From an optimization exercise on the open Yosys and OpenROAD flow, aimed at small area, a short achievable clock period and few clock cycles per item; shortcuts taken in it are not production practice. Where RTL was checked, it was by simulation tests only, not by an equivalence proof against the original. No functional check of the RTL was part of runs 1 and 2. Power figures rest on the tool's default switching activity, not on a simulated workload.

## flow/config.mk

```make
export PLATFORM = sky130hd
export DESIGN_NAME = fp_add_sub_param
export DESIGN_NICKNAME = fp_add_sub_param
export VERILOG_FILES = /design/flow/design.v
export SDC_FILE = /design/flow/constraint.sdc
export NUM_CORES = 4
export LEC_CHECK = 0
export ABC_AREA = 1
export CAP_MARGIN = 20
export CORE_MARGIN = 2
export CORE_UTILIZATION = 55
export SLEW_MARGIN = 20
```

## flow/constraint.sdc

```tcl
create_clock -name core_clock -period 10.0 [get_ports {Clock}]
set_input_delay 2.0000 -clock core_clock [delete_from_list [all_inputs] [get_ports {Clock}]]
set_output_delay 2.0000 -clock core_clock [all_outputs]
set_load 0.01 [all_outputs]
```

## flow/design.v

```verilog
module fp_add_sub_param #(
    parameter int EXP_W = 11,
    parameter int MAN_W = 52
) (
    input  logic                   Clock,
    input  logic                   Reset,
    input  logic                   A_store_bit,
    input  logic [EXP_W+MAN_W:0]   A,
    output logic                   A_acknowledgment,
    input  logic                   B_store_bit,
    input  logic [EXP_W+MAN_W:0]   B,
    input  logic                   Op,
    output logic                   B_acknowledgment,
    output logic [EXP_W+MAN_W:0]   SUM,
    output logic [3:0]             Flags,
    output logic                   SUM_store_bit,
    input  logic                   SUM_acknowledgment
);
    localparam int W   = 1 + EXP_W + MAN_W;
    localparam int SW  = MAN_W + 4;              
    localparam int SHW = $clog2(SW);             
    localparam int NH  = MAN_W + 2;              
    localparam int LW  = 64;                     
    localparam int LB  = $clog2(LW);
    localparam logic [W-1:0] QNAN = {1'b0, {EXP_W{1'b1}}, 1'b1, {(MAN_W-1){1'b0}}};
    logic v1_q, v2_q, vo_q, en;
    assign en = ~vo_q | SUM_acknowledgment;
    assign A_acknowledgment = B_store_bit & en;
    assign B_acknowledgment = A_store_bit & en;
    assign SUM_store_bit    = vo_q;
    always_ff @(posedge Clock or negedge Reset) begin
        if (!Reset) begin
            v1_q <= 1'b0;
            v2_q <= 1'b0;
            vo_q <= 1'b0;
        end else if (en) begin
            v1_q <= A_store_bit & B_store_bit;
            v2_q <= v1_q;
            vo_q <= v2_q;
        end
    end
    logic [EXP_W-1:0] ea, eb, ea1, eb1, d, e_big;
    logic [EXP_W:0]   dab, dba;
    logic [MAN_W-1:0] fa, fb;
    logic [MAN_W:0]   ma, mb;
    logic             sa, sb, a_ez, b_ez, a_emax, b_emax, a_nan, b_nan, a_inf, b_inf;
    logic             e_ge, e_eq, rev, inv, sub, s_big, zsgn;
    logic             spec, spec_nan, spec_sgn, spec_inv;
    logic [SHW-1:0]   shamt;
    logic [MAN_W:0]   bigx, smlx;
    assign ea = A[MAN_W +: EXP_W];
    assign eb = B[MAN_W +: EXP_W];
    assign fa = A[MAN_W-1:0];
    assign fb = B[MAN_W-1:0];
    assign sa = A[W-1];
    assign sb = B[W-1] ^ Op;
    assign a_ez   = ~|ea;
    assign b_ez   = ~|eb;
    assign a_emax = &ea;
    assign b_emax = &eb;
    assign a_nan  = a_emax & (|fa);
    assign b_nan  = b_emax & (|fb);
    assign a_inf  = a_emax & ~(|fa);
    assign b_inf  = b_emax & ~(|fb);
    assign spec     = a_emax | b_emax;
    assign spec_nan = a_nan | b_nan | (a_inf & b_inf & (sa ^ sb));
    assign spec_inv = (a_nan & ~fa[MAN_W-1]) | (b_nan & ~fb[MAN_W-1]) |
                      (~a_nan & ~b_nan & a_inf & b_inf & (sa ^ sb));
    assign spec_sgn = a_inf ? sa : sb;
    assign ea1 = {ea[EXP_W-1:1], ea[0] | a_ez};
    assign eb1 = {eb[EXP_W-1:1], eb[0] | b_ez};
    assign ma  = {~a_ez, fa};
    assign mb  = {~b_ez, fb};
    assign dab = {1'b0, ea1} - {1'b0, eb1};
    assign dba = {1'b0, eb1} - {1'b0, ea1};
    assign sub   = sa ^ sb;
    assign zsgn  = sa & sb;
    assign e_ge  = ea >= eb;
    assign e_eq  = ea == eb;
    assign rev   = sub & e_eq & (fa < fb);
    assign inv   = sub & ~rev;
    assign d     = e_ge ? dab[EXP_W-1:0] : dba[EXP_W-1:0];
    assign shamt = (|d[EXP_W-1:SHW]) ? {SHW{1'b1}} : d[SHW-1:0];
    assign e_big = e_ge ? ea1 : eb1;
    assign s_big = (e_ge & ~rev) ? sa : sb;
    assign bigx  = (e_ge ? ma : mb) ^ {(MAN_W+1){rev}};
    assign smlx  = (e_ge ? mb : ma) ^ {(MAN_W+1){inv}};
    logic [MAN_W:0]   bigx_q, smlx_q;
    logic [SHW-1:0]   shamt_q;
    logic [EXP_W-1:0] eb1_q;
    logic             rev1_q, inv1_q, sub1_q, sgn1_q, zsgn1_q;
    logic             spec1_q, snan1_q, ssgn1_q, sinv1_q;
    always_ff @(posedge Clock) begin
        if (en) begin
            bigx_q  <= bigx;
            smlx_q  <= smlx;
            shamt_q <= shamt;
            eb1_q   <= e_big;
            rev1_q  <= rev;
            inv1_q  <= inv;
            sub1_q  <= sub;
            sgn1_q  <= s_big;
            zsgn1_q <= zsgn;
            spec1_q <= spec;
            snan1_q <= spec_nan;
            ssgn1_q <= spec_sgn;
            sinv1_q <= spec_inv;
        end
    end
    function automatic logic [NH-1:0] padd(input logic [NH-1:0] a, input logic [NH-1:0] b,
                                           input logic cin);
        logic [NH-1:0] g, p, gg, pp;
        g  = a & b;
        p  = a ^ b;
        gg = g;
        pp = p;
        for (int l = 0; (1 << l) < NH; l++)
            for (int i = NH - 1; i >= (1 << l); i--) begin
                gg[i] = gg[i] | (pp[i] & gg[i - (1 << l)]);
                pp[i] = pp[i] & pp[i - (1 << l)];
            end
        padd = p ^ ({gg[NH-2:0], 1'b0} | ({pp[NH-2:0], 1'b1} & {NH{cin}}));
    endfunction
    logic [SW:0]    xs;
    logic [MAN_W:0] sml_true;
    logic           stk, c3;
    logic [2:0]     y3, lo3;
    logic [SW:0]    sum;
    assign xs = $signed({inv1_q, smlx_q, {3{inv1_q}}}) >>> shamt_q;
    assign sml_true = smlx_q ^ {(MAN_W+1){inv1_q}};
    always_comb begin
        stk = 1'b0;
        for (int i = 0; i <= MAN_W; i++)
            if (32'(i) + 32'd3 < 32'(shamt_q)) stk = stk | sml_true[i];
    end
    assign y3  = {xs[2:1] ^ {2{inv1_q}}, (xs[0] ^ inv1_q) | stk};
    assign c3  = sub1_q & (y3 == 3'b000);
    assign lo3 = sub1_q ? (3'b000 - y3) : y3;
    assign sum = {padd({rev1_q, bigx_q}, xs[SW:3], c3), lo3};
    logic [LB-1:0]    spos;
    logic             sok;
    logic [EXP_W-1:0] ep1;
    assign sok  = eb1_q <= EXP_W'(SW);
    assign spos = LB'(SW) - eb1_q[LB-1:0];
    assign ep1  = eb1_q + 1'b1;
    logic [SW:0]      sum_q;
    logic [EXP_W-1:0] ep1_q;
    logic [LB-1:0]    spos_q;
    logic             sok_q;
    logic             sgn2_q, zsgn2_q, spec2_q, snan2_q, ssgn2_q, sinv2_q;
    always_ff @(posedge Clock) begin
        if (en) begin
            sum_q   <= sum;
            ep1_q   <= ep1;
            spos_q  <= spos;
            sok_q   <= sok;
            sgn2_q  <= sgn1_q;
            zsgn2_q <= zsgn1_q;
            spec2_q <= spec1_q;
            snan2_q <= snan1_q;
            ssgn2_q <= ssgn1_q;
            sinv2_q <= sinv1_q;
        end
    end
    logic [LW-1:0]    sent, lv;
    logic [LB-1:0]    s;
    logic [SW:0]      t;
    logic [SW-1:0]    norm;
    logic [MAN_W:0]   rm, rnd;
    logic [MAN_W:0]   ones;
    logic             inc, inx, rovf, zero, hid, e2046, e2045, ovf_e, ovf;
    logic [EXP_W:0]   efa, efb;
    logic [EXP_W-1:0] ef;
    logic             r_sgn;
    logic [EXP_W-1:0] r_exp;
    logic [MAN_W-1:0] r_frac;
    logic [3:0]       flg;
    logic [W-1:0]     res;
    assign sent = sok_q ? (LW'(1) << spos_q) : '0;
    assign lv   = {sum_q[SW], sum_q[SW-1:0] | sent[SW-1:0], {(LW-SW-1){1'b1}}};
    always_comb begin
        logic [LW-1:0]    z;
        logic [LB*LW-1:0] c;
        logic [LW-1:0]    nz;
        logic [LB*LW-1:0] nc;
        for (int i = 0; i < LW; i++) begin
            z[i] = ~lv[i];
            c[i*LB +: LB] = '0;
        end
        nz = '0;
        nc = '0;
        for (int l = 0; l < LB; l++) begin
            for (int j = 0; j < LW / 2; j++) begin
                if (j < (LW >> (l + 1))) begin
                    nz[j] = z[2*j] & z[2*j+1];
                    nc[j*LB +: LB] = z[2*j+1] ? (c[(2*j)*LB +: LB] | LB'(1 << l))
                                              : c[(2*j+1)*LB +: LB];
                end
            end
            z = nz;
            c = nc;
        end
        s = c[LB-1:0];
    end
    always_comb begin
        t = sum_q;
        for (int k = LB - 1; k >= 0; k--)
            if (s[k]) t = t << (1 << k);
    end
    assign norm = {t[SW:2], t[1] | t[0]};
    assign inc = norm[2] & (norm[1] | norm[0] | norm[3]);
    assign inx = |norm[2:0];
    assign rm  = norm[SW-1:3];
    always_comb begin
        ones = rm;
        for (int l = 0; (1 << l) < MAN_W + 1; l++)
            for (int i = MAN_W; i >= (1 << l); i--)
                ones[i] = ones[i] & ones[i - (1 << l)];
    end
    assign rnd  = rm ^ ({ones[MAN_W-1:0], 1'b1} & {(MAN_W+1){inc}});
    assign rovf = inc & ones[MAN_W];
    assign hid  = rnd[MAN_W] | rovf;
    assign zero = ~|sum_q;
    assign efa = {1'b0, ep1_q} - (EXP_W+1)'(s);
    assign efb = {1'b0, ep1_q} + 1'b1 - (EXP_W+1)'(s);
    assign ef  = rovf ? efb[EXP_W-1:0] : efa[EXP_W-1:0];
    assign e2046 = ep1_q == {{(EXP_W-1){1'b1}}, 1'b1};
    assign e2045 = ep1_q == {{(EXP_W-1){1'b1}}, 1'b0};
    assign ovf_e = sum_q[SW] & e2046;
    assign ovf   = ovf_e | (rovf & ((sum_q[SW] & e2045) | (~sum_q[SW] & sum_q[SW-1] & e2046)));
    always_comb begin
        if (spec2_q) begin
            r_sgn  = ~snan2_q & ssgn2_q;
            r_exp  = '1;
            r_frac = {snan2_q, {(MAN_W-1){1'b0}}};
            flg    = {sinv2_q, 3'b000};
        end else begin
            r_sgn  = zero ? zsgn2_q : sgn2_q;
            r_exp  = ovf_e ? '1 : (hid ? ef : '0);
            r_frac = ovf_e ? '0 : rnd[MAN_W-1:0];
            flg    = ovf ? 4'b0101 : {2'b00, ~hid & inx, inx};
        end
    end
    assign res = {r_sgn, r_exp, r_frac};
    logic [W-1:0] res_q;
    logic [3:0]   flg_q;
    always_ff @(posedge Clock) begin
        if (en) begin
            res_q <= res;
            flg_q <= flg;
        end
    end
    assign SUM   = res_q;
    assign Flags = flg_q;
endmodule
```

## flow/run.sh

```bash
#!/bin/bash
# synth_recipe.tcl (not shown) runs the flow's synth.tcl, then flattens the netlist and writes it again
# the make line also repeats each setting of config.mk as NAME=value (left out here)
make -C /OpenROAD-flow-scripts/flow DESIGN_CONFIG=/design/flow/config.mk WORK_HOME=/design/flow/orfs CLKGATE_MAP_FILE= SYNTH_SCRIPT=/design/flow/synth_recipe.tcl finish
```

==> results of run 1 <==
[power by group through the flow]
| stage | clock network [W] | registers, W | logic [W] |
|---|---|---|---|
| finish | 0.00130 | 0.00236 | 0.00553 |
| global route | 0.00135 | 0.00239 | 0.00610 |
| CTS | 0.00131 | 0.00235 | 0.00542 |
| detailed placement | 0 | 0.00237 | 0.00539 |
| global placement | 0 | 0.00236 | 0.00536 |
| floorplan | 0 | 0.00226 | 0.00377 |
[worst max-delay path: cells and delay by family (launching register included)]
kind | cells | cell delay, ns
compound gates | 14 | 2.92
flops | 1 | 0.73
buf+inv | 6 | 1.92
simple gates | 10 | 1.12
xor+xnor | 1 | 0.16
fa+ha+maj | 2 | 0.29
[registers in the layout, indices dropped and copies added, names as in the netlist, 4 cells and up]
register,count
sum_q,57
spos_q,6
flg_q,4
shamt_q,6
res_q,64
smlx_q,53
eb1_q,11
bigx_q,53
ep1_q,10
[layout make-up]
type	count	area [um^2]	area share
tap	688	860.8	0.02623
sequential	283	8483	0.2585
timing repair buffer	232	2252	0.06862
clock buffer	40	894.6	0.02726
multi-input combinational	3433	18550	0.5652
inverter	404	1529	0.04659
clock inverter	21	250.2	0.007625
[cell families after synthesis]
| logic type | Yosys count |
|---|---|
| AO/OA/AOI/OAI | 738 |
| multiplexers | 24 |
| buffers and inverters | 594 |
| adder cells (fa/ha/maj) | 164 |
| AND/OR/NAND/NOR | 2269 |
| XOR/XNOR | 238 |
| flip-flops | 283 |
[metal layers]
layer | GRT usage | share of wire | vias up
li1 | - | - | 14834
met1 | 0.4581 | 0.39 | 13964
met2 | 0.6264 | 0.46 | 1554
met3 | 0.04925 | 0.078 | 339
met4 | 0.2287 | 0.069 | 0
met5 | 0 | 0 | -
[worst paths after layout]
check / endpoint / cells after the start / from
setup / recovery: sum_q[48] / 33 / shamt_q[4]
hold / removal: spec2_q / 0 / spec1_q
setup reg to reg: sum_q[48] / 33 / shamt_q[4]
hold reg to reg: spec2_q / 0 / spec1_q
max in group asynchronous: v2_q / 1 / Reset
min in group asynchronous: vo_q / 1 / Reset
[through the flow]
step | setup WS [ns] | instances
2_1_floorplan | 1.843 | 4310
3_3_place_gp | 2.998 | 5040
3_5_place_dp | 2.698 | 5040
4_1_cts | 2.653 | 5101
5_1_grt | 1.965 | 5101
6_report | 2.613 | 5101
[placed cells by master (no fill, tap or decap), types with 28 or more instances in the layout]
| cell type | netlist | final |
|---|---|---|
| ha_1 | 156 | 156 |
| xnor2_1 | 45 | 45 |
| inv_1 | 379 | 377 |
| clkdlybuf4s50_1 | 0 | 204 |
| nand3_1 | 558 | 556 |
| xor2_1 | 193 | 193 |
| nand2_1 | 1116 | 1114 |
| a21oi_1 | 195 | 194 |
| nor4_1 | 49 | 49 |
| nand4_1 | 67 | 67 |
| buf_4 | 21 | 28 |
| edfxtp_1 | 280 | 280 |
| nor2_1 | 347 | 347 |
| nor3_1 | 38 | 38 |
| clkbuf_16 | 0 | 35 |
| o21ai_0 | 381 | 381 |
==> flow_summary.yaml, run 1 <==
run_status:
  status: "complete, no violations"
clock_network:
  cts_resized: 0
  cts_root_buf: "clkbuf_16"
  ctsHoldBuffers: 0
  cts_buffers: 34
  clk_path_buf_depth: 3
  htree_levels: 2
  clk_pin_slew_ns: 0.06
  clock_latency_ns: 0.56
  cts_setup_buffers: 0
  cts_num_sinks: 283
  cts_tree: "built"
global_routing:
  grt_pass1_wl_um: 161500
  grt_max_degree: 110
  grt_pass1_vias: 28536
  antenna_found_initial: 0
  track_usage: 0.3734
  grt-ovfl-total: 0
yosys:
  yosysUniqueCellTypes: 62
  synth_edf_count: 280
  synth_seq_cells: 283
  synth_top_area_share: 0.2857
  synthCells: 4310
  synthXorXnorAreaFrac: 0.07084
  synthAdderAreaFrac: 0.07177
  yosysSeqAreaShare: 0.2883
  yosysMostFrequentCell: "nand2_1"
  yosys.area_share.simple: 0.3377
  synth.mux.area_fraction: 0.008164
  synth_compound_area_frac: 0.1402
  synthTopCellsByCount: "nand2_1 (1116), nand3_1 (558), o21ai_0 (381), inv_1 (379), nor2_1 (347)"
  avgSynthCellArea_um2: 6.828
  synthFlopType: "edfxtp_1"
  yosysWarnings: 1
  synthArstFlopShare: 0.01060
  synthesis.nets: 4608
  synth_top_family_by_area: "simple AND/OR/NAND/NOR gates"
  synth_area_leaders: "edfxtp_1 (29%), nand2_1 (14%), nand3_1 (9.5%)"
  synth_area_leader_cell: "edfxtp_1"
  synth_area_um2: 29430
power_and_ir_drop:
  ir_drop_uv: 157.7
  seqPwrFrac: 0.257
  p_comb_frac: 0.601
  p_int_w: 0.004526
  p_total_w: 0.009189
  p_switching_w: 0.004662
  p_leak_nw: 14.31
  power_density_nw_per_um2: 280.0
  swShare: 0.5074
  p_clk_frac: 0.141
sta:
  tns_ns: 0
  finalSetupViolCount: 0
  rsz0062_at_grt: "false"
  finClkSkew_ns: 0.02691
  layout_min_cycle_time_ns: 7.387
  fmax_mhz: 135.4
  hold_viol_final: 0
  slew_violations: 0
  holdWs_ns: 0.4027
  worst_pin_slew_ns: 1.120
  period_share: 0.7387
  relSlewSlack: 0.2453
floorplan:
  core_area_um2: 52760
  die_height_um: 235.3
  die_w_um: 235.3
  die_area_um2: 55370
  num_rows: 84
  initial_core_util: 0.5577
  pin_count: 205
routing:
  firstDrtPassIters: 7
  drc: 0
  vias: 30691
  wl_per_cell_um: 20.72
  antenna_left: 0
  wl_um: 105700
  dr.first_iter.drc_count: 3277
  viasPerCell: 6.017
layout:
  area_delta_synth_final_pct: 11.53
  fin_nets: 4686
  fill_cells: 5020
  drive_gt1_frac: 0.04328
  diodes: 0
  final_area_um2: 32820
  final_util: 0.6220
setup_path:
  start_kind: "flip-flop"
  path_class: "reg -> reg"
  r2r_setup_slack_ns: 2.61
  end_kind: "flip-flop"
  cp_slowest_stage_delay_ns: 0.75
  worstPathRequired_ns: 10.30
  worst-path-max-fanout: 27
  slowest_stage: "clkinv_1"
  critPathMostFrequentCell: "nand2_1"
  crit_arrival_ns: 7.68
run:
  cap_violations: 0
place:
  port_buffers: 204
  place.gp.congestion: 1.035
  placed_area_um2: 31670
  place_hpwl_um: 84730
worst_hold_path:
  min_path_type: "reg -> reg"
==> run 2: changes to the inputs <==
--- a/flow/config.mk
+++ b/flow/config.mk
@@ -10,3 +10,4 @@
 export CORE_MARGIN = 2
-export CORE_UTILIZATION = 55
+export CORE_UTILIZATION = 45
+export SETUP_SLACK_MARGIN = 5
 export SLEW_MARGIN = 20
==> run 2 against run 1 <==
  * Worst hold slack improved by 0.00078 ns
  * Still clean on timing, DRC and antenna
  * Final cell count increased by 7.5%
  * Global-route usage decreased by 3.5 points
  * Maximum frequency increased by 42%
  * Critical endpoint is now sum_q[6]
  * Combinational power increased by 11%
  * Routed wire length increased by 14%
  * Cell area increased by 11%
  * Synthesized cell count unchanged
  * Clock-buffer cell count increased by 6
==> flow_summary.yaml, run 2 <==
place:
  placed_area_um2: 31890
  port_buffers: 204
  place.gp.congestion: 1.011
  pre_cts_ws_ns: 2.914
  place_hpwl_um: 90240
setup_path:
  worst-path-max-fanout: 33
  cp_slowest_stage_delay_ns: 0.41
  r2r_cells: 32
  slowest_stage: "edfxtp_1"
  end_kind: "flip-flop"
  worstPathRequired_ns: 10.31
  path_class: "reg -> reg"
  crit_arrival_ns: 5.50
  endpoint: "sum_q[6]"
  cp_num_cells: 32
  worstSetupStartpoint: "shamt_q[0]"
  path_delay_family: "buffers and inverters"
  r2r_setup_slack_ns: 4.80
  start_kind: "flip-flop"
  r2r-end: "sum_q[6]"
  r2r-start: "shamt_q[0]"
  path_buf_inv: 19
  critPathMostFrequentCell: "buf_4"
sta:
  layout_min_cycle_time_ns: 5.200
  finClkSkew_ns: 0.02510
  holdWs_ns: 0.4035
  relSlewSlack: 0.3165
  fmax_mhz: 192.3
  finalSetupViolCount: 0
  setup_ws_ns: 4.800
  hold_viol_final: 0
  tns_ns: 0
  rsz0062_at_grt: "true"
  slew_violations: 0
  worst_pin_slew_ns: 1.025
  period_share: 0.5200
clock_network:
  clock_latency_ns: 0.56
  clk_pin_slew_ns: 0.06
  cts_root_buf: "clkbuf_16"
  cts_buffers: 36
  clk_path_buf_depth: 3
  cts_num_sinks: 283
  cts_tree: "built"
  htree_levels: 2
floorplan:
  pin_count: 205
  core_area_um2: 64580
  die_height_um: 259.7
  initial_core_util: 0.4557
  num_rows: 93
  die_w_um: 259.7
  die_area_um2: 67450
yosys:
  synth_seq_cells: 283
  synth_area_um2: 29430
  yosysMostFrequentCell: "nand2_1"
  synth_area_leader_cell: "edfxtp_1"
  synth_edf_count: 280
  yosysWarnings: 1
  synth_top_area_share: 0.2857
  synthesis.nets: 4608
  synthTopCellsByCount: "nand2_1 (1116), nand3_1 (558), o21ai_0 (381), inv_1 (379), nor2_1 (347)"
  avgSynthCellArea_um2: 6.828
  synthArstFlopShare: 0.01060
  yosysSeqAreaShare: 0.2883
  synthCells: 4310
  synthFlopType: "edfxtp_1"
  synth_area_leaders: "edfxtp_1 (29%), nand2_1 (14%), nand3_1 (9.5%)"
  yosysUniqueCellTypes: 62
routing:
  wl_um: 120800
  antenna_left: 0
  wl_per_cell_um: 22.03
  drc: 0
  viasPerCell: 5.754
  firstDrtPassIters: 6
  dr.first_iter.drc_count: 3027
  vias: 31560
layout:
  largestRegisters: "res_q (64), sum_q (57)"
  final_util: 0.5640
  fin_nets: 4902
  drive_gt1_frac: 0.1284
  fill_cells: 6336
  regMostFlops: "res_q"
  layout_commonest_cell: "nand2_1"
  final_cell_mix: "nand2_1 (1081), nand3_1 (547), inv_1 (360)"
  area_delta_synth_final_pct: 23.79
  final_area_um2: 36430
  largest_reg_flops: 64
global_routing:
  grt_pass1_wl_um: 173600
  grt-ovfl-total: 0
  antenna_found_initial: 3
  grt_pass1_vias: 29046
  track_usage: 0.3380
  grt_max_degree: 99
run_status:
  status: "complete, no violations"
power_and_ir_drop:
  power_density_nw_per_um2: 269.3
  ir_drop_uv: 136.0
  p_leak_nw: 15.86
worst_hold_path:
  min_path_type: "reg -> reg"
run:
  cap_violations: 0
==> run 2: cell count changes in the layout (fill, tap and decap cells not counted), sizes merged, moves of 3 or more <==
| cell | previous run | this run |
|---|---|---|
| clkdlybuf4s50 | 204 | 195 |
| clkbuf | 40 | 56 |
| diode | 0 | 3 |
| clkinvlp | 2 | 7 |
| dlymetal6s2s | 0 | 7 |
| inv | 403 | 397 |
| nand2 | 1141 | 1146 |
| bufbuf | 0 | 8 |
| buf | 28 | 214 |
==> run 2: final cells by class <==
cell class,instances,area [um^2],share of cell area
antenna,3,7.507,0.0002061
multi-input combinational,3442,19590,0.5378
inverter,404,1638,0.04496
sequential,283,8483,0.2329
timing repair buffer,435,4463,0.1225
clock buffer,46,979.7,0.02690
timing repair inverter,2,16.27,0.0004465
clock inverter,15,177.7,0.004878
tap,855,1070,0.02937
==> run 2: how the worst min path moves through the flow <==
stage / from / to / slack (ns) / cells after the start
6_report: sinv1_q / sinv2_q / 0.40 / 0
5_1_grt: sinv1_q / sinv2_q / 0.42 / 0
3_5_place_dp: sinv1_q / sinv2_q / 0.40 / 0
3_3_place_gp: sgn1_q / sgn2_q / 0.40 / 0
2_1_floorplan: sgn1_q / sgn2_q / 0.40 / 0
4_1_cts: sinv1_q / sinv2_q / 0.40 / 0
==> run 2: power breakdown <==
group / internal [W] / switching [W] / total, W
registers: 0.00195 / 0.000428 / 0.00238
logic: 0.00216 / 0.00397 / 0.00613
clock network: 0.000772 / 0.000529 / 0.00130
total: 0.00488 / 0.00492 / 0.00981
==> run 2: stage by stage <==
step / instances / power (W)
floorplan: 4310 / 0.006026
global placement: 5208 / 0.007804
detailed placement: 5208 / 0.007800
CTS: 5381 / 0.009386
global route: 5485 / 0.01051
finish: 5485 / 0.009809
==> run 2: cell families after synthesis <==
logic type                 synth area share
AOI/OAI and AO/OA                    0.1402
xor gates and xnor gates            0.07084
adders and majority gates           0.07177
buffers and inverters               0.08304
DFF                                  0.2883
muxes                              0.008164
and+or+nand+nor                      0.3377
==> run 2: routing by layer <==
layer	vias up	share of wire	GRT usage
met5	-	0	0
met1	14521	0.38	0.3996
met3	371	0.058	0.03626
met4	0	0.075	0.2114
met2	1365	0.48	0.5867
li1	15303	-	-
==> run 2: timing repair <==
item | in CTS | in global routing
buffers inserted | 99 | 86
endpoints found under the setup margin | 231 | 180
hold buffers | 0 | 0
gates cloned | 13 | 15
resized for setup | 201 | 228
pin swaps | 32 | 77
==> run 2: worst register-to-register path, delay by kind of cell, from the launching register on <==
family	cells	cell delay (ns)
AOI/OAI and AO/OA	4	0.66
xor gates and xnor gates	1	0.14
muxes	2	0.42
and+or+nand+nor	5	0.49
buffers and inverters	19	2.51
adders and majority gates	1	0.35
DFF	1	0.41
==> run 3: changes to the inputs <==
--- a/flow/design.v
+++ b/flow/design.v
@@ -20,6 +20,6 @@
     localparam int SW  = MAN_W + 4;              
-    localparam int SHW = $clog2(SW);             
+    localparam int SHW = 6;                      
     localparam int NH  = MAN_W + 2;              
     localparam int LW  = 64;                     
-    localparam int LB  = $clog2(LW);
+    localparam int LB  = 6;                      
     localparam logic [W-1:0] QNAN = {1'b0, {EXP_W{1'b1}}, 1'b1, {(MAN_W-1){1'b0}}};
@@ -124,2 +124,3 @@
     logic [SW:0]    xs;
+    logic [SW+(1<<SHW):0] xs_w;
     logic [MAN_W:0] sml_true;
@@ -128,3 +129,4 @@
     logic [SW:0]    sum;
-    assign xs = $signed({inv1_q, smlx_q, {3{inv1_q}}}) >>> shamt_q;
+    assign xs_w = {{(1 << SHW){inv1_q}}, inv1_q, smlx_q, {3{inv1_q}}} >> shamt_q;
+    assign xs   = xs_w[SW:0];
     assign sml_true = smlx_q ^ {(MAN_W+1){inv1_q}};
==> run 3 against run 2 <==
  * Utilization stayed put
  * Area after synthesis stayed put
  * Clock-buffer cell count stayed put
  * Sequential power hardly changed
  * Register-to-register slack hardly changed
  * Clock power hardly changed
  * Via count stayed put
==> flow_summary.yaml, run 3 <==
layout:
  largestRegisters: "res_q (64), sum_q (57)"
  drive_gt1_frac: 0.1284
  layout_commonest_cell: "nand2_1"
  regMostFlops: "res_q"
  final_area_um2: 36430
  final_cell_mix: "nand2_1 (1081), nand3_1 (547), inv_1 (360)"
  fin_nets: 4902
  largest_reg_flops: 64
  fill_cells: 6336
  area_delta_synth_final_pct: 23.79
floorplan:
  num_rows: 93
  initial_core_util: 0.4557
  core_area_um2: 64580
  die_area_um2: 67450
  pin_count: 205
  die_w_um: 259.7
  die_height_um: 259.7
setup_path:
  r2r-end: "sum_q[6]"
  path_delay_family: "buffers and inverters"
  r2r_cells: 32
  worst-path-max-fanout: 33
  r2r_setup_slack_ns: 4.80
  slowest_stage: "edfxtp_1"
  critPathMostFrequentCell: "buf_4"
  worstPathRequired_ns: 10.31
  crit_arrival_ns: 5.50
  r2r-start: "shamt_q[0]"
  path_class: "reg -> reg"
  cp_slowest_stage_delay_ns: 0.41
  start_kind: "flip-flop"
  path_buf_inv: 19
  end_kind: "flip-flop"
power_and_ir_drop:
  ir_drop_uv: 136.0
  p_leak_nw: 15.86
  power_density_nw_per_um2: 269.3
clock_network:
  cts_buffers: 36
  clock_latency_ns: 0.56
  cts_tree: "built"
  htree_levels: 2
  cts_num_sinks: 283
  clk_path_buf_depth: 3
  cts_root_buf: "clkbuf_16"
  clk_pin_slew_ns: 0.06
yosys:
  synthCells: 4310
  yosysUniqueCellTypes: 62
  synth_area_leader_cell: "edfxtp_1"
  yosysMostFrequentCell: "nand2_1"
  synth_area_leaders: "edfxtp_1 (29%), nand2_1 (14%), nand3_1 (9.5%)"
  synth_compound_area_frac: 0.1402
  synth_top_area_share: 0.2857
  synthTopCellsByCount: "nand2_1 (1116), nand3_1 (558), o21ai_0 (381), inv_1 (379), nor2_1 (347)"
  synth_top_family_by_area: "simple AND/OR/NAND/NOR gates"
  avgSynthCellArea_um2: 6.828
  synth.mux.area_fraction: 0.008164
  yosysSeqAreaShare: 0.2883
  synth_seq_cells: 283
  synthFlopType: "edfxtp_1"
  synthAdderAreaFrac: 0.07177
  yosysWarnings: 1
  yosys.area_share.simple: 0.3377
  synthesis.nets: 4608
  synth_area_um2: 29430
  synthArstFlopShare: 0.01060
  synthXorXnorAreaFrac: 0.07084
  synth_edf_count: 280
sta:
  holdWs_ns: 0.4035
  tns_ns: 0
  finalSetupViolCount: 0
  period_share: 0.5200
  slew_violations: 0
  worst_pin_slew_ns: 1.025
  relSlewSlack: 0.3165
  finClkSkew_ns: 0.02510
  fmax_mhz: 192.3
  rsz0062_at_grt: "true"
  hold_viol_final: 0
  layout_min_cycle_time_ns: 5.200
worst_hold_path:
  whs_endpoint: "sinv2_q"
  hold_path_depth: 0
  min_from: "sinv1_q"
  min_path_type: "reg -> reg"
routing:
  wl_per_cell_um: 22.03
  wl_um: 120800
  vias: 31560
  viasPerCell: 5.754
  firstDrtPassIters: 6
  dr.first_iter.drc_count: 3027
  drc: 0
  antenna_left: 0
run:
  cap_violations: 0
global_routing:
  grt_pass1_wl_um: 173600
  grt_max_degree: 99
  grt-ovfl-total: 0
  antenna_found_initial: 3
  track_usage: 0.3380
  grt_pass1_vias: 29046
place:
  place_hpwl_um: 90240
  place.gp.congestion: 1.011
  placed_area_um2: 31890
  port_buffers: 204
run_status:
  status: "complete, no violations"
==> run 3: kinds of logic (layout without fill, tap and decap cells) <==
group                    after synthesis  after routing
AND/OR/NAND/NOR                     2269           2278
AO/OA/AOI/OAI                        738            738
buffers and inverters                594            902
flip-flops                           283            283
XOR/XNOR                             238            238
adder cells (fa/ha/maj)              164            164
multiplexers                          24             24
other                                  0              3
==> run 3: cell type report <==
class / count / area [um^2] / area share
repair inverters: 2 / 16.27 / 0.0004465
inverters: 404 / 1638 / 0.04496
clock buffers: 46 / 979.7 / 0.02690
multi-input cells: 3442 / 19590 / 0.5378
clock inverters: 15 / 177.7 / 0.004878
repair buffers: 435 / 4463 / 0.1225
well taps: 855 / 1070 / 0.02937
flip-flops and latches: 283 / 8483 / 0.2329
diodes: 3 / 7.507 / 0.0002061
==> run 3: what timing repair did <==
action                     CTS  global route
setup endpoints to repair  231           180
buffers inserted            99            86
resized for setup          201           228
pin swaps                   32            77
cloned                      13            15
hold buffers                 0             0
==> run 3: routing by layer <==
| layer | vias up | routed length (um) | GRT usage | part of all wire |
|---|---|---|---|---|
| met5 | - | 0 | 0 | 0 |
| met4 | 0 | 9114 | 0.2114 | 0.075 |
| met3 | 371 | 7035 | 0.03626 | 0.058 |
| met2 | 1365 | 58260 | 0.5867 | 0.48 |
| met1 | 14521 | 46410 | 0.3996 | 0.38 |
| li1 | 15303 | - | - | - |
==> run 3: worst reg2reg max path, delay by kind of cell, from the launching register on <==
| family | cells | cell delay (ns) |
|---|---|---|
| fa+ha+maj | 1 | 0.35 |
| buf+inv | 19 | 2.51 |
| xor+xnor | 1 | 0.14 |
| simple gates | 5 | 0.49 |
| compound gates | 4 | 0.66 |
| mux | 2 | 0.42 |
| flops | 1 | 0.41 |
==> run 3: how the worst max path moves through the flow <==
stage	startpoint	slack [ns]	cells past startpoint	end
floorplan	SUM_acknowledgment	3.27	2	bigx_q[0]
global placement	shamt_q[4]	2.96	38	sum_q[47]
detailed placement	shamt_q[4]	2.91	37	sum_q[43]
CTS	shamt_q[5]	4.85	36	sum_q[48]
global route	shamt_q[5]	4.57	41	sum_q[43]
finish	shamt_q[0]	4.80	32	sum_q[6]
==> run 3: power breakdown <==
group	internal, W	switching, W	leakage (nW)
registers	0.00195	0.000428	2.93
logic	0.00216	0.00397	12.4
clock network	0.000772	0.000529	0.562
==> run 3: through the flow <==
step	utilization	total power, W	cells	setup WS [ns]
2_1_floorplan	-	0.006026	4310	3.271
3_3_place_gp	0.4939	0.007804	5208	2.962
3_5_place_dp	0.4939	0.007800	5208	2.914
4_1_cts	0.5381	0.009386	5381	4.852
5_1_grt	0.5640	0.01051	5485	4.569
6_report	0.5640	0.009809	5485	4.800
Testbench counts of run 3, summed over its fixed seeds: cycles 2,080, items 2,048.
==> run 4: changes to the inputs <==
--- a/flow/design.v
+++ b/flow/design.v
@@ -109,16 +109,2 @@
     end
-    function automatic logic [NH-1:0] padd(input logic [NH-1:0] a, input logic [NH-1:0] b,
-                                           input logic cin);
-        logic [NH-1:0] g, p, gg, pp;
-        g  = a & b;
-        p  = a ^ b;
-        gg = g;
-        pp = p;
-        for (int l = 0; (1 << l) < NH; l++)
-            for (int i = NH - 1; i >= (1 << l); i--) begin
-                gg[i] = gg[i] | (pp[i] & gg[i - (1 << l)]);
-                pp[i] = pp[i] & pp[i - (1 << l)];
-            end
-        padd = p ^ ({gg[NH-2:0], 1'b0} | ({pp[NH-2:0], 1'b1} & {NH{cin}}));
-    endfunction
     logic [SW:0]    xs;
@@ -126,5 +112,4 @@
     logic [MAN_W:0] sml_true;
-    logic           stk, c3;
-    logic [2:0]     y3, lo3;
-    logic [SW:0]    sum;
+    logic           stk;
+    logic [SW:0]    xop, yop, sum;
     assign xs_w = {{(1 << SHW){inv1_q}}, inv1_q, smlx_q, {3{inv1_q}}} >> shamt_q;
@@ -137,6 +122,5 @@
     end
-    assign y3  = {xs[2:1] ^ {2{inv1_q}}, (xs[0] ^ inv1_q) | stk};
-    assign c3  = sub1_q & (y3 == 3'b000);
-    assign lo3 = sub1_q ? (3'b000 - y3) : y3;
-    assign sum = {padd({rev1_q, bigx_q}, xs[SW:3], c3), lo3};
+    assign yop = {xs[SW:1], inv1_q ? (xs[0] & ~stk) : (xs[0] | stk)};
+    assign xop = {rev1_q, bigx_q, {3{rev1_q}}};
+    fp_add_sub_param_add #(.N(SW + 1)) u_add (.a(xop), .b(yop), .cin(sub1_q), .s(sum));
     logic [LB-1:0]    spos;
@@ -170,12 +154,6 @@
     logic [SW-1:0]    norm;
-    logic [MAN_W:0]   rm, rnd;
-    logic [MAN_W:0]   ones;
-    logic             inc, inx, rovf, zero, hid, e2046, e2045, ovf_e, ovf;
-    logic [EXP_W:0]   efa, efb;
-    logic [EXP_W-1:0] ef;
-    logic             r_sgn;
-    logic [EXP_W-1:0] r_exp;
-    logic [MAN_W-1:0] r_frac;
-    logic [3:0]       flg;
-    logic [W-1:0]     res;
+    logic [MAN_W:0]   m;
+    logic             inc, inx, zero, e2046, e2045, ovf_e, ovf_c, sgn, ff;
+    logic [EXP_W-1:0] efa;
+    logic [3:0]       fl;
     assign sent = sok_q ? (LW'(1) << spos_q) : '0;
@@ -212,18 +190,6 @@
     assign norm = {t[SW:2], t[1] | t[0]};
-    assign inc = norm[2] & (norm[1] | norm[0] | norm[3]);
-    assign inx = |norm[2:0];
-    assign rm  = norm[SW-1:3];
-    always_comb begin
-        ones = rm;
-        for (int l = 0; (1 << l) < MAN_W + 1; l++)
-            for (int i = MAN_W; i >= (1 << l); i--)
-                ones[i] = ones[i] & ones[i - (1 << l)];
-    end
-    assign rnd  = rm ^ ({ones[MAN_W-1:0], 1'b1} & {(MAN_W+1){inc}});
-    assign rovf = inc & ones[MAN_W];
-    assign hid  = rnd[MAN_W] | rovf;
+    assign inc  = norm[2] & (norm[1] | norm[0] | norm[3]);
+    assign inx  = |norm[2:0];
     assign zero = ~|sum_q;
-    assign efa = {1'b0, ep1_q} - (EXP_W+1)'(s);
-    assign efb = {1'b0, ep1_q} + 1'b1 - (EXP_W+1)'(s);
-    assign ef  = rovf ? efb[EXP_W-1:0] : efa[EXP_W-1:0];
+    assign efa  = ep1_q - EXP_W'(s);
     assign e2046 = ep1_q == {{(EXP_W-1){1'b1}}, 1'b1};
@@ -231,27 +197,71 @@
     assign ovf_e = sum_q[SW] & e2046;
-    assign ovf   = ovf_e | (rovf & ((sum_q[SW] & e2045) | (~sum_q[SW] & sum_q[SW-1] & e2046)));
+    assign ovf_c = (sum_q[SW] & e2045) | (~sum_q[SW] & sum_q[SW-1] & e2046);
     always_comb begin
         if (spec2_q) begin
-            r_sgn  = ~snan2_q & ssgn2_q;
-            r_exp  = '1;
-            r_frac = {snan2_q, {(MAN_W-1){1'b0}}};
-            flg    = {sinv2_q, 3'b000};
+            m   = {1'b1, snan2_q, {(MAN_W-1){1'b0}}};
+            sgn = ~snan2_q & ssgn2_q;
+            ff  = 1'b1;
+            fl  = {sinv2_q, 3'b000};
+        end else if (ovf_e) begin
+            m   = {1'b1, {MAN_W{1'b0}}};
+            sgn = sgn2_q;
+            ff  = 1'b1;
+            fl  = 4'b0101;
         end else begin
-            r_sgn  = zero ? zsgn2_q : sgn2_q;
-            r_exp  = ovf_e ? '1 : (hid ? ef : '0);
-            r_frac = ovf_e ? '0 : rnd[MAN_W-1:0];
-            flg    = ovf ? 4'b0101 : {2'b00, ~hid & inx, inx};
-        end
-    end
-    assign res = {r_sgn, r_exp, r_frac};
-    logic [W-1:0] res_q;
-    logic [3:0]   flg_q;
+            m   = norm[SW-1:3];
+            sgn = zero ? zsgn2_q : sgn2_q;
+            ff  = 1'b0;
+            fl  = {2'b00, ovf_c, inx};
+        end
+    end
+    logic [MAN_W:0]   m_q;
+    logic [EXP_W-1:0] efa_q;
+    logic             inc_q, sgn_q, ff_q;
+    logic [3:0]       fl_q;
     always_ff @(posedge Clock) begin
         if (en) begin
-            res_q <= res;
-            flg_q <= flg;
-        end
-    end
-    assign SUM   = res_q;
-    assign Flags = flg_q;
+            m_q   <= m;
+            efa_q <= (spec2_q | ovf_e) ? {EXP_W{1'b1}} : efa;
+            inc_q <= inc & ~spec2_q & ~ovf_e;
+            sgn_q <= sgn;
+            ff_q  <= ff;
+            fl_q  <= fl;
+        end
+    end
+    logic [MAN_W:0]   ones, rnd;
+    logic             rovf, hid;
+    logic [EXP_W-1:0] efb;
+    always_comb begin
+        ones = m_q;
+        for (int l = 0; (1 << l) < MAN_W + 1; l++)
+            for (int i = MAN_W; i >= 1; i--)
+                if (i >= (1 << l)) ones[i] = ones[i] & ones[i - (1 << l)];
+    end
+    assign rnd  = m_q ^ ({ones[MAN_W-1:0], 1'b1} & {(MAN_W+1){inc_q}});
+    assign rovf = inc_q & ones[MAN_W];
+    assign hid  = rnd[MAN_W] | rovf;
+    assign efb  = efa_q + 1'b1;
+    assign SUM   = {sgn_q, hid ? (rovf ? efb : efa_q) : {EXP_W{1'b0}}, rnd[MAN_W-1:0]};
+    assign Flags = ff_q ? fl_q : ((rovf & fl_q[1]) ? 4'b0101 : {2'b00, ~hid & fl_q[0], fl_q[0]});
 endmodule
+module fp_add_sub_param_add #(
+    parameter int N = 57
+) (
+    input  logic [N-1:0] a,
+    input  logic [N-1:0] b,
+    input  logic         cin,
+    output logic [N-1:0] s
+);
+    logic [N:0] g, p;
+    always_comb begin
+        g = {a & b, cin};
+        p = {a ^ b, 1'b0};
+        for (int l = 0; (1 << l) < N + 1; l++)
+            for (int i = 0; i < N + 1; i++)
+                if (((i >> l) & 1) == 1) begin
+                    g[i] = g[i] | (p[i] & g[((i >> (l + 1)) << (l + 1)) + (1 << l) - 1]);
+                    p[i] = p[i] & p[((i >> (l + 1)) << (l + 1)) + (1 << l) - 1];
+                end
+    end
+    assign s = a ^ b ^ g[N-1:0];
+endmodule
==> run 4 against run 3 <==
  * Worst hold slack improved by 0.015 ns
  * Combinational power down about 20%
  * Synthesized cell count shrank 5.8%
  * Sequential share of layout area is 1.8 points higher
  * Clock skew decreased by 0.0017 ns
  * Via count shrank 7.6%
  * Largest cell class unchanged
  * Final cell count decreased by 5.9%
  * Highest routed layer unchanged
  * Flip-flop and latch count is 3 higher
  * Utilization shrank 1.1 points
==> flow_summary.yaml, run 4 <==
clock_network:
  htree_levels: 2
  cts_root_buf: "clkbuf_16"
  cts_num_sinks: 286
  clock_latency_ns: 0.57
  clk_path_buf_depth: 3
  cts_buffers: 35
  cts_tree: "built"
  clk_pin_slew_ns: 0.05
layout:
  largest_reg_flops: 57
  fin_nets: 4579
  regMostFlops: "sum_q"
  final_util: 0.5527
  final_cell_mix: "nand2_1 (1054), nand3_1 (397), inv_1 (387)"
  finalNonFillerCells: 5159
  drive_gt1_frac: 0.1111
  area_delta_synth_final_pct: 21.33
  layout_commonest_cell: "nand2_1"
yosys:
  yosysUniqueCellTypes: 65
  synthFlopType: "edfxtp_1"
  synthTopCellsByCount: "nand2_1 (1079), inv_1 (412), nand3_1 (410), o21ai_0 (348), nor2_1 (319)"
  yosysWarnings: 2
  synthCells: 4058
  synth_area_um2: 28160
  yosysMostFrequentCell: "nand2_1"
  synth_edf_count: 283
  avgSynthCellArea_um2: 6.940
  synth_top_area_share: 0.3018
  synth_seq_cells: 286
  yosysSeqAreaShare: 0.3044
  synth_area_leaders: "edfxtp_1 (30%), nand2_1 (14%), nand3_1 (7.3%)"
  synth_area_leader_cell: "edfxtp_1"
  synthArstFlopShare: 0.01049
  synthesis.nets: 4340
run_status:
  status: "complete, no violations"
setup_path:
  r2r_setup_slack_ns: 5.11
  r2r-start: "shamt_q[1]"
  worstSetupStartpoint: "m_q[4]"
  start_kind: "flip-flop"
  crit_chain: "nand4_1 > nor2_4 > nand2_2 > nor2_4 > nand2_2 > nor2_4 > nand4_1 > nor2_2 > nand2_2 > nor4_4 > buf_4 > clkinvlp_4 > nand3_4 > buf_6 > buf_4 > nand2_2 > inv_1 > buf_2"
  cp_slowest_stage_delay_ns: 0.35
  endpoint: "SUM[54]"
  end_kind: "output port"
  r2r-end: "sum_q[32]"
  critPathMostFrequentCell: "nand2_2"
  crit_arrival_ns: 3.29
  worstPathRequired_ns: 8.00
  path_class: "reg -> out"
  slowest_stage: "edfxtp_1"
  r2r_cells: 30
  worst-path-max-fanout: 3
global_routing:
  grt_pass1_vias: 27522
  grt-ovfl-total: 0
  track_usage: 0.3283
  grt_pass1_wl_um: 161600
  antenna_found_initial: 1
  grt_max_degree: 104
routing:
  viasPerCell: 5.652
  wl_um: 108600
  drc: 0
  wl_per_cell_um: 21.06
  wl_met3_um: 6233
  firstDrtPassIters: 7
  antenna_left: 0
  dr.first_iter.drc_count: 2805
  vias: 29160
  wl_met1_um: 42830
  highest_layer: "met4"
  wl_met2_um: 52160
place:
  place_hpwl_um: 82230
  pre_cts_ws_ns: 2.790
  dp.cells: 4944
  place.gp.congestion: 0.9831
  port_buffers: 204
floorplan:
  num_rows: 91
  pin_count: 205
  initial_core_util: 0.4555
  die_w_um: 254.2
  core_area_um2: 61830
  die_area_um2: 64600
  die_height_um: 254.2
sta:
  hold_viol_final: 0
  finalSetupViolCount: 0
  slew_violations: 0
  holdWs_ns: 0.4186
  setup_ws_ns: 4.711
  worst_pin_slew_ns: 0.9657
  rsz0062_at_grt: "true"
  layout_min_cycle_time_ns: 5.289
  tns_ns: 0
  period_share: 0.5289
  finClkSkew_ns: 0.02339
  fmax_mhz: 189.1
  relSlewSlack: 0.3562
power_and_ir_drop:
  p_int_w: 0.004451
  p_clk_frac: 0.142
  ir_drop_uv: 150.9
  seqPwrFrac: 0.291
  swShare: 0.4860
  power_density_nw_per_um2: 253.4
  p_leak_nw: 15.32
  p_comb_frac: 0.567
  p_switching_w: 0.004209
worst_hold_path:
  min_path_type: "reg -> reg"
run:
  cap_violations: 0
[run 4: cell count changes after synthesis, moves of 28 or more]
| cell | change |
|---|---|
| nand2_1 | -37 |
| nor2_1 | -28 |
| inv_1 | +33 |
| a21oi_1 | -45 |
| o21ai_0 | -33 |
| nand3_1 | -148 |
[run 4: layout make-up]
type | instances | area [um^2]
Antenna cell | 1 | 2.502
Tap cell | 837 | 1047
Clock inverter | 19 | 162.7
Fill cell | 6118 | 27660
Sequential cell | 286 | 8573
Inverter | 427 | 1650
Timing Repair Buffer | 382 | 3784
Clock buffer | 42 | 923.4
Multi-Input combinational cell | 3162 | 18010
Timing Repair inverter | 3 | 15.01
[run 4: worst min-delay path by stage]
| stage | startpoint | to | slack (ns) | cells after the start |
|---|---|---|---|---|
| after floorplan | sgn1_q | sgn2_q | 0.40 | 0 |
| after global placement | sinv1_q | sinv2_q | 0.40 | 0 |
| after detailed placement | spec1_q | spec2_q | 0.41 | 0 |
| after CTS | spec1_q | spec2_q | 0.42 | 0 |
| after global routing | spec1_q | spec2_q | 0.43 | 0 |
| final | snan1_q | snan2_q | 0.42 | 0 |
[run 4: per-stage QoR]
step	area (um^2)	total power, W
2_1_floorplan	28170	0.005460
4_1_cts	33130	0.008401
5_1_grt	34170	0.009319
3_3_place_gp	30670	0.007036
6_report	34170	0.008660
3_5_place_dp	30690	0.007044
[run 4: critical path, delay by kind of cell, from the launching register on]
| family | cells | cell delay (ns) |
|---|---|---|
| flops | 1 | 0.35 |
| buf+inv | 6 | 0.73 |
| simple gates | 12 | 1.63 |
[run 4: kinds of logic after synthesis]
| group | count (synthesis) | share of synthesized area |
|---|---|---|
| AO/OA/AOI/OAI | 678 | 0.1365 |
| buffers and inverters | 614 | 0.08797 |
| XOR/XNOR | 253 | 0.07868 |
| adder cells (fa/ha/maj) | 148 | 0.06815 |
| flip-flops | 286 | 0.3044 |
| AND/OR/NAND/NOR | 2047 | 0.3127 |
| multiplexers | 32 | 0.01151 |
[run 4: power groups by stage]
| stage | logic (W) | clock network (W) | registers (W) |
|---|---|---|---|
| finish | 0.00491 | 0.00123 | 0.00252 |
| global route | 0.00547 | 0.00130 | 0.00255 |
| CTS | 0.00464 | 0.00126 | 0.00250 |
| detailed placement | 0.00452 | 0 | 0.00252 |
| global placement | 0.00450 | 0 | 0.00253 |
| floorplan | 0.00321 | 0 | 0.00225 |
[run 4: per-layer routing]
layer,GRT usage,up-vias
met4,0.1842,0
met3,0.04082,316
li1,-,14226
met1,0.3952,13449
met5,0,-
met2,0.5685,1169
[run 4: repair_timing]
action,CTS,global route
resized for setup,300,162
hold buffers,0,0
setup buffers,82,56
pin swaps,38,56
setup endpoints to repair,224,230
cloned,9,6
Testbench counts of run 4, summed over its fixed seeds: cycles 2,080, items 2,048.
==> run 5: changes to the inputs <==
==> flow/flow/run.sh (new file) <==
#!/bin/bash
# The standard layout, with the ports buffered by buf_2 instead of the default
# buffer_ports choice (a delay cell). Every port still gets its own buffer.
set -euo pipefail
export BUFFER_PORTS_ARGS="-buffer_cell sky130_fd_sc_hd__buf_2"
bash standard.sh > standard_flow.log 2>&1
==> flow/standard.sh (new file) <==
#!/bin/bash
# synth_recipe.tcl (not shown) runs the flow's synth.tcl, then flattens the netlist and writes it again
# the make line also repeats each setting of config.mk as NAME=value (left out here)
make -C /OpenROAD-flow-scripts/flow DESIGN_CONFIG=/design/flow/config.mk WORK_HOME=/design/flow/orfs CLKGATE_MAP_FILE= SYNTH_SCRIPT=/design/flow/synth_recipe.tcl "${@:-finish}"
--- a/flow/config.mk
+++ b/flow/config.mk
@@ -10,3 +10,3 @@
 export CORE_MARGIN = 2
-export CORE_UTILIZATION = 45
+export CORE_UTILIZATION = 60
 export SETUP_SLACK_MARGIN = 5
removed: flow/run.sh
==> run 5 against run 4 <==
  * Still clean on timing, DRC and antenna
  * Clock skew fell by 0.0029 ns
  * Setup slack improved by 0.13 ns
  * Critical path depth fell by 1
  * Maximum frequency rose by 2.5%
  * Non-clock buffer count fell by 16
  * Utilization rose by 15 points
  * Sequential share of layout area rose by 1.1 points
  * Critical endpoint is now SUM[57]
  * Largest cell class unchanged
==> flow_summary.yaml, run 5 <==
routing:
  wl_um: 103000
  antenna_left: 0
  vias: 30204
  wl_per_cell_um: 20.98
  viasPerCell: 6.155
  dr.first_iter.drc_count: 3954
  firstDrtPassIters: 7
  drc: 0
sta:
  slew_violations: 0
  worst_pin_slew_ns: 1.009
  fmax_mhz: 193.7
  rsz0062_at_grt: "true"
  setup_ws_ns: 4.838
  hold_viol_final: 0
  relSlewSlack: 0.3277
  period_share: 0.5162
  finalSetupViolCount: 0
  tns_ns: 0
  layout_min_cycle_time_ns: 5.162
  finClkSkew_ns: 0.02053
global_routing:
  antenna_found_initial: 2
  grt_max_degree: 161
  grt_pass1_vias: 27308
  grt-ovfl-total: 0
  grt_pass1_wl_um: 151200
  track_usage: 0.4034
yosys:
  synth_edf_count: 283
  synthXorXnorAreaFrac: 0.07868
  yosysUniqueCellTypes: 65
  synth_compound_area_frac: 0.1365
  synth_area_leader_cell: "edfxtp_1"
  synthArstFlopShare: 0.01049
  avgSynthCellArea_um2: 6.940
  synth_area_um2: 28160
  synthesis.nets: 4340
  synth_seq_cells: 286
  synth_top_area_share: 0.3018
  synthFlopType: "edfxtp_1"
  synth_top_family_by_area: "simple AND/OR/NAND/NOR gates"
  synthAdderAreaFrac: 0.06815
  yosysWarnings: 2
  yosysMostFrequentCell: "nand2_1"
  synth.mux.area_fraction: 0.01151
  yosys.area_share.simple: 0.3127
  synth_area_leaders: "edfxtp_1 (30%), nand2_1 (14%), nand3_1 (7.3%)"
  synthCells: 4058
  synthTopCellsByCount: "nand2_1 (1079), inv_1 (412), nand3_1 (410), o21ai_0 (348), nor2_1 (319)"
  yosysSeqAreaShare: 0.3044
setup_path:
  r2r_cells: 28
  path_class: "reg -> out"
  worst-path-max-fanout: 10
  worstSetupStartpoint: "m_q[4]"
  r2r_setup_slack_ns: 4.90
  cp_slowest_stage_delay_ns: 0.35
  end_kind: "output port"
  crit_arrival_ns: 3.16
  r2r-start: "shamt_q[1]"
  crit_chain: "nand4_1 > nor2_4 > nand2_4 > nor2_4 > buf_4 > buf_4 > nand4_1 > nor3_4 > nand3_4 > nor2_4 > nand2_1 > nand2_2 > nand3_4 > buf_12 > nand3_1 > inv_1 > buf_2"
  r2r-end: "sum_q[31]"
  worstPathRequired_ns: 8.00
  start_kind: "flip-flop"
  endpoint: "SUM[57]"
  slowest_stage: "edfxtp_1"
  critPathMostFrequentCell: "nor2_4"
power_and_ir_drop:
  ir_drop_uv: 217.8
  p_leak_nw: 15.03
  power_density_nw_per_um2: 263.1
  p_total_w: 0.008600
layout:
  area_delta_synth_final_pct: 16.06
  multi_input_area_um2: 17870
  largest_reg_flops: 57
  fin_nets: 4557
  layout_commonest_cell: "nand2_1"
  final_util: 0.7035
  fill_cells: 3887
  drive_gt1_frac: 0.1412
  final_cell_mix: "nand2_1 (1061), nand3_1 (402), inv_1 (397)"
  layout.area.seq_um2: 8573
  regMostFlops: "sum_q"
clock_network:
  clk_path_buf_depth: 3
  cts_num_sinks: 286
  htree_levels: 1
  clock_latency_ns: 0.58
  cts_tree: "built"
  ctsHoldBuffers: 0
  cts_root_buf: "clkbuf_16"
  cts_buffers: 31
  clk_pin_slew_ns: 0.06
floorplan:
  pin_count: 205
  initial_core_util: 0.6062
  core_area_um2: 46460
  num_rows: 79
  die_area_um2: 48690
  die_w_um: 220.7
  die_height_um: 220.7
worst_hold_path:
  min_path_type: "reg -> reg"
place:
  port_buffers: 204
  place_hpwl_um: 76030
  pre_cts_ws_ns: 2.736
  place.gp.congestion: 1.028
run:
  cap_violations: 0
run_status:
  status: "complete, no violations"
-- run 5: critical path: cells and delay by family, from the launching register on --
family	cells	cell delay [ns]
buf+inv	5	0.58
flops	1	0.35
simple gates	12	1.64
-- run 5: cells by family after synthesis --
group,after synthesis
xor+xnor,253
mux,32
simple gates,2047
fa+ha+maj,148
compound gates,678
buf+inv,614
flops,286
-- run 5: power by group --
group | internal [W] | total [W] | leakage, nW | switching [W]
registers | 0.00198 | 0.00249 | 2.96 | 0.000507
clock network | 0.000748 | 0.00124 | 0.526 | 0.000496
logic | 0.00164 | 0.00487 | 11.5 | 0.00322
total | 0.00438 | 0.00860 | 15.0 | 0.00422
-- run 5: worst min-delay path by stage --
stage | cells after the start | from | to | slack, ns
after global placement | 0 | zsgn1_q | zsgn2_q | 0.40
after CTS | 0 | sgn1_q | sgn2_q | 0.42
final | 0 | sgn1_q | sgn2_q | 0.42
after floorplan | 0 | sgn1_q | sgn2_q | 0.40
after global routing | 0 | ssgn1_q | ssgn2_q | 0.44
after detailed placement | 0 | sgn1_q | sgn2_q | 0.40
-- run 5: stage by stage --
step | hold WS, ns | std cells | instance area, um^2
after global routing | 0.4374 | 4906 | 32680
after detailed placement | 0.4045 | 4711 | 29350
final | 0.4185 | 4907 | 32680
after global placement | 0.4006 | 4711 | 29350
after floorplan | 0.4003 | 4058 | 28170
after CTS | 0.4194 | 4832 | 31530
-- run 5: final cells by class --
cell class / instances / area share
inverters: 427 / 0.05057
repair buffers: 366 / 0.08315
clock buffers: 34 / 0.02408
well taps: 607 / 0.02324
repair inverters: 3 / 0.0004594
diodes: 1 / 0.00007656
multi-input cells: 3160 / 0.5469
flip-flops and latches: 286 / 0.2623
clock inverters: 23 / 0.009264
-- run 5: layer usage --
layer	routed length (um)	GRT usage
met5	13	0
met4	7974	0.2616
met3	9171	0.05636
met2	47110	0.6590
met1	38690	0.5009
-- run 5: repair_timing --
action,CTS,global route
endpoints found under the setup margin,179,116
pin swaps,18,43
gates resized for setup,137,128
gates cloned,7,7
setup buffers,57,66
==> run 6: changes to the inputs <==
--- a/flow/design.v
+++ b/flow/design.v
@@ -46,3 +46,3 @@
     logic             sa, sb, a_ez, b_ez, a_emax, b_emax, a_nan, b_nan, a_inf, b_inf;
-    logic             e_ge, e_eq, rev, inv, sub, s_big, zsgn;
+    logic             agb, sub, s_big, zsgn;
     logic             spec, spec_nan, spec_sgn, spec_inv;
@@ -77,12 +77,9 @@
     assign zsgn  = sa & sb;
-    assign e_ge  = ea >= eb;
-    assign e_eq  = ea == eb;
-    assign rev   = sub & e_eq & (fa < fb);
-    assign inv   = sub & ~rev;
-    assign d     = e_ge ? dab[EXP_W-1:0] : dba[EXP_W-1:0];
+    assign agb   = A[W-2:0] >= B[W-2:0];
+    assign d     = agb ? dab[EXP_W-1:0] : dba[EXP_W-1:0];
     assign shamt = (|d[EXP_W-1:SHW]) ? {SHW{1'b1}} : d[SHW-1:0];
-    assign e_big = e_ge ? ea1 : eb1;
-    assign s_big = (e_ge & ~rev) ? sa : sb;
-    assign bigx  = (e_ge ? ma : mb) ^ {(MAN_W+1){rev}};
-    assign smlx  = (e_ge ? mb : ma) ^ {(MAN_W+1){inv}};
+    assign e_big = agb ? ea1 : eb1;
+    assign s_big = agb ? sa : sb;
+    assign bigx  = agb ? ma : mb;
+    assign smlx  = agb ? (mb ^ {(MAN_W+1){sub}}) : (ma ^ {(MAN_W+1){sub}});
     logic [MAN_W:0]   bigx_q, smlx_q;
@@ -90,3 +87,3 @@
     logic [EXP_W-1:0] eb1_q;
-    logic             rev1_q, inv1_q, sub1_q, sgn1_q, zsgn1_q;
+    logic             inv1_q, sgn1_q, zsgn1_q;
     logic             spec1_q, snan1_q, ssgn1_q, sinv1_q;
@@ -98,5 +95,3 @@
             eb1_q   <= e_big;
-            rev1_q  <= rev;
-            inv1_q  <= inv;
-            sub1_q  <= sub;
+            inv1_q  <= sub;
             sgn1_q  <= s_big;
@@ -123,4 +118,4 @@
     assign yop = {xs[SW:1], inv1_q ? (xs[0] & ~stk) : (xs[0] | stk)};
-    assign xop = {rev1_q, bigx_q, {3{rev1_q}}};
-    fp_add_sub_param_add #(.N(SW + 1)) u_add (.a(xop), .b(yop), .cin(sub1_q), .s(sum));
+    assign xop = {1'b0, bigx_q, 3'b000};
+    fp_add_sub_param_add #(.N(SW + 1)) u_add (.a(xop), .b(yop), .cin(inv1_q), .s(sum));
     logic [LB-1:0]    spos;
==> flow/flow/run.sh (replaced) <==
#!/bin/bash
# The standard layout, with two changes: the ports are buffered by buf_2 instead of
# the default buffer_ports choice (a delay cell), every port still getting its own
# buffer; and clock tree synthesis adds no dummy loads.
set -euo pipefail
export BUFFER_PORTS_ARGS="-buffer_cell sky130_fd_sc_hd__buf_2"
export CTS_ARGS="-sink_clustering_enable -repair_clock_nets -dont_use_dummy_load"
bash standard.sh > standard_flow.log 2>&1
==> run 6 against run 5 <==
  * Clock-buffer cell count shrank 4
  * Area after synthesis down 0.83%
  * Register-to-register slack better by 0.26 ns
  * First-iteration DRC count decreased by 15%
  * Critical endpoint is now SUM[60]
  * Largest power group unchanged
==> flow_summary.yaml, run 6 <==
clock_network:
  cts_num_sinks: 284
  htree_levels: 1
  cts_root_buf: "clkbuf_16"
  ctsHoldBuffers: 0
  clk_path_buf_depth: 3
  cts_tree: "built"
  clk_pin_slew_ns: 0.06
  cts_buffers: 30
  clock_latency_ns: 0.58
setup_path:
  worstPathRequired_ns: 8.00
  crit_chain: "nand4_1 > nor2_2 > nand2_2 > nor2_4 > nand4_1 > inv_2 > nand4_1 > nor2_2 > nand2_2 > nor3_4 > buf_6 > nand2_4 > inv_4 > nand2_4 > inv_2 > nand4_1 > nand3_1 > inv_1 > buf_2"
  path_buf_inv: 6
  end_kind: "output port"
  slowest_stage: "edfxtp_1"
  critPathMostFrequentCell: "nand4_1"
  path_delay_family: "simple AND/OR/NAND/NOR gates"
  worst-path-max-fanout: 4
  start_kind: "flip-flop"
  cp_slowest_stage_delay_ns: 0.36
  crit_arrival_ns: 3.17
  path_class: "reg -> out"
worst_hold_path:
  min_path_type: "reg -> reg"
run:
  cap_violations: 0
sta:
  finClkSkew_ns: 0.02503
  tns_ns: 0
  worst_pin_slew_ns: 1.047
  rsz0062_at_grt: "true"
  slew_violations: 0
  period_share: 0.5170
  hold_viol_final: 0
  relSlewSlack: 0.2953
  finalSetupViolCount: 0
  fmax_mhz: 193.4
  layout_min_cycle_time_ns: 5.170
yosys:
  yosysUniqueCellTypes: 58
  yosysSeqAreaShare: 0.3048
  synth_area_leaders: "edfxtp_1 (30%), nand2_1 (16%), nand3_1 (9.2%)"
  synth_area_um2: 27930
  synth_edf_count: 281
  synthArstFlopShare: 0.01056
  synthCells: 4140
  synth_area_leader_cell: "edfxtp_1"
  synthesis.nets: 4421
  synthFlopType: "edfxtp_1"
  synth_seq_cells: 284
  yosysMostFrequentCell: "nand2_1"
  yosysWarnings: 2
  synth_top_area_share: 0.3021
  avgSynthCellArea_um2: 6.746
  synthTopCellsByCount: "nand2_1 (1161), nand3_1 (514), inv_1 (404), nor2_1 (323), o21ai_0 (303)"
place:
  port_buffers: 204
  place_hpwl_um: 70780
  place.gp.congestion: 1.070
routing:
  antenna_left: 0
  wl_um: 93590
  vias: 29525
  drc: 0
  viasPerCell: 6.048
  dr.first_iter.drc_count: 3347
  wl_per_cell_um: 19.17
  firstDrtPassIters: 6
floorplan:
  initial_core_util: 0.6037
  core_area_um2: 46260
  die_w_um: 219.7
  die_height_um: 219.7
  pin_count: 205
  die_area_um2: 48290
  num_rows: 79
layout:
  drive_gt1_frac: 0.1120
  area_delta_synth_final_pct: 11.68
  multi_input_area_um2: 17590
  fin_nets: 4558
  layout_commonest_cell: "nand2_1"
  largest_reg_flops: 57
  layout.area.seq_um2: 8513
  regMostFlops: "sum_q"
  final_cell_mix: "nand2_1 (1146), nand3_1 (501), inv_1 (388)"
  fill_cells: 4175
  diodes: 0
global_routing:
  grt_pass1_vias: 26265
  grt_pass1_wl_um: 140800
  antenna_found_initial: 0
  grt_max_degree: 131
  track_usage: 0.3718
  grt-ovfl-total: 0
power_and_ir_drop:
  power_density_nw_per_um2: 255.0
  p_leak_nw: 14.41
  ir_drop_uv: 370.6
  p_total_w: 0.007955
run_status:
  status: "complete, no violations"
[run 6: cell types whose count changed in the layout (fill, tap and decap cells not counted), moves of 17 or more]
cell | previous run | this run
nand3_1 | 402 | 501
nand2_1 | 1061 | 1146
buf_4 | 118 | 54
xor2_1 | 203 | 158
o21ai_0 | 317 | 276
mux2i_1 | 26 | 8
and2_1 | 0 | 17
[run 6: cell type report]
class,count,area share
clock buffers,30,0.02407
inverters,426,0.05267
multi-input cells,3245,0.5639
flip-flops and latches,284,0.2729
well taps,607,0.02435
repair buffers,287,0.06157
repair inverters,3,0.0004814
[run 6: per-stage QoR]
step           instance area [um^2]  setup slack [ns]  hold slack [ns]  utilization  cells
6_report                      31190             4.830           0.4158       0.6743   4882
5_1_grt                       31190             4.668           0.4239       0.6743   4882
3_3_place_gp                  29130             3.872           0.4016       0.6297   4790
2_1_floorplan                 27940             3.256           0.4003            -   4140
4_1_cts                       30480             4.807           0.4134       0.6589   4858
3_5_place_dp                  29130             3.721           0.4045       0.6297   4790
[run 6: final timing paths]
check	start	endpoint	slack, ns	cells after the start
setup / recovery	m_q[1]	SUM[60]	4.83	19
hold / removal	ssgn1_q	ssgn2_q	0.42	0
max in group asynchronous	Reset	vo_q	8.70	1
min in group asynchronous	Reset	v1_q	1.20	1
setup reg to reg	shamt_q[1]	sum_q[54]	5.16	23
hold reg to reg	ssgn1_q	ssgn2_q	0.42	0
[run 6: kinds of logic after synthesis]
| logic type | Yosys count | share of synthesized area |
|---|---|---|
| AO/OA/AOI/OAI | 619 | 0.1250 |
| XOR/XNOR | 195 | 0.06115 |
| adder cells (fa/ha/maj) | 147 | 0.06774 |
| buffers and inverters | 614 | 0.08660 |
| flip-flops | 284 | 0.3048 |
| multiplexers | 8 | 0.002867 |
| AND/OR/NAND/NOR | 2273 | 0.3518 |
[run 6: report_power, final]
group | leakage (nW) | internal, W | switching, W | total [W]
sequential | 2.96 | 0.00197 | 0.000498 | 0.00246
combinational | 11.1 | 0.00154 | 0.00301 | 0.00455
clock | 0.370 | 0.000520 | 0.000418 | 0.000939
total | 14.4 | 0.00403 | 0.00393 | 0.00796
[run 6: repair_timing]
action,4_1_cts,5_1_grt
gates cloned,4,4
setup buffers,34,19
endpoints found under the setup margin,157,120
gates resized for setup,92,135
pin swaps,14,24
[run 6: metal layers]
layer,vias to the layer above,share of wire,global-route usage
met4,0,0.062,0.1884
met2,1492,0.46,0.6245
li1,14251,-,-
met5,-,0,0
met1,13439,0.40,0.4760
met3,343,0.078,0.03879
Testbench counts of run 6, summed over its fixed seeds: cycles 2,080, items 2,048.

what the ideal ports hide:
The results above use ideal ports. As a check the final layouts listed here were re-extracted and re-timed, cells and wires unchanged. Step 1: set_driving_cell puts a clkbuf_16 on Clock and a buf_2 on each other input, an assumption about the parent block. Step 2 also shifts input and output timing later by t, the mid clock arrival at the registers, as if the neighbouring blocks saw the same clock. Three values: ideal, step 1, step 2; two values: the first two.
run | t (ns) | setup slack, ns | worst setup path at the end | cell pins on the clock port's net
run 1 | 0.612 | 2.613 / 2.613 / 2.613 | register to register | 1
run 2 | 0.616 | 4.800 / 4.800 / 4.505 | input to register | 1
run 3 | 0.616 | 4.800 / 4.800 / 4.505 | input to register | 1
run 4 | 0.629 | 4.711 / 4.638 / 4.497 | input to register | 1
run 5 | 0.635 | 4.838 / 4.773 / 4.594 | input to register | 1
run 6 | 0.631 | 4.830 / 4.766 / 4.692 | input to register | 1
After both steps every run listed still meets setup and hold.
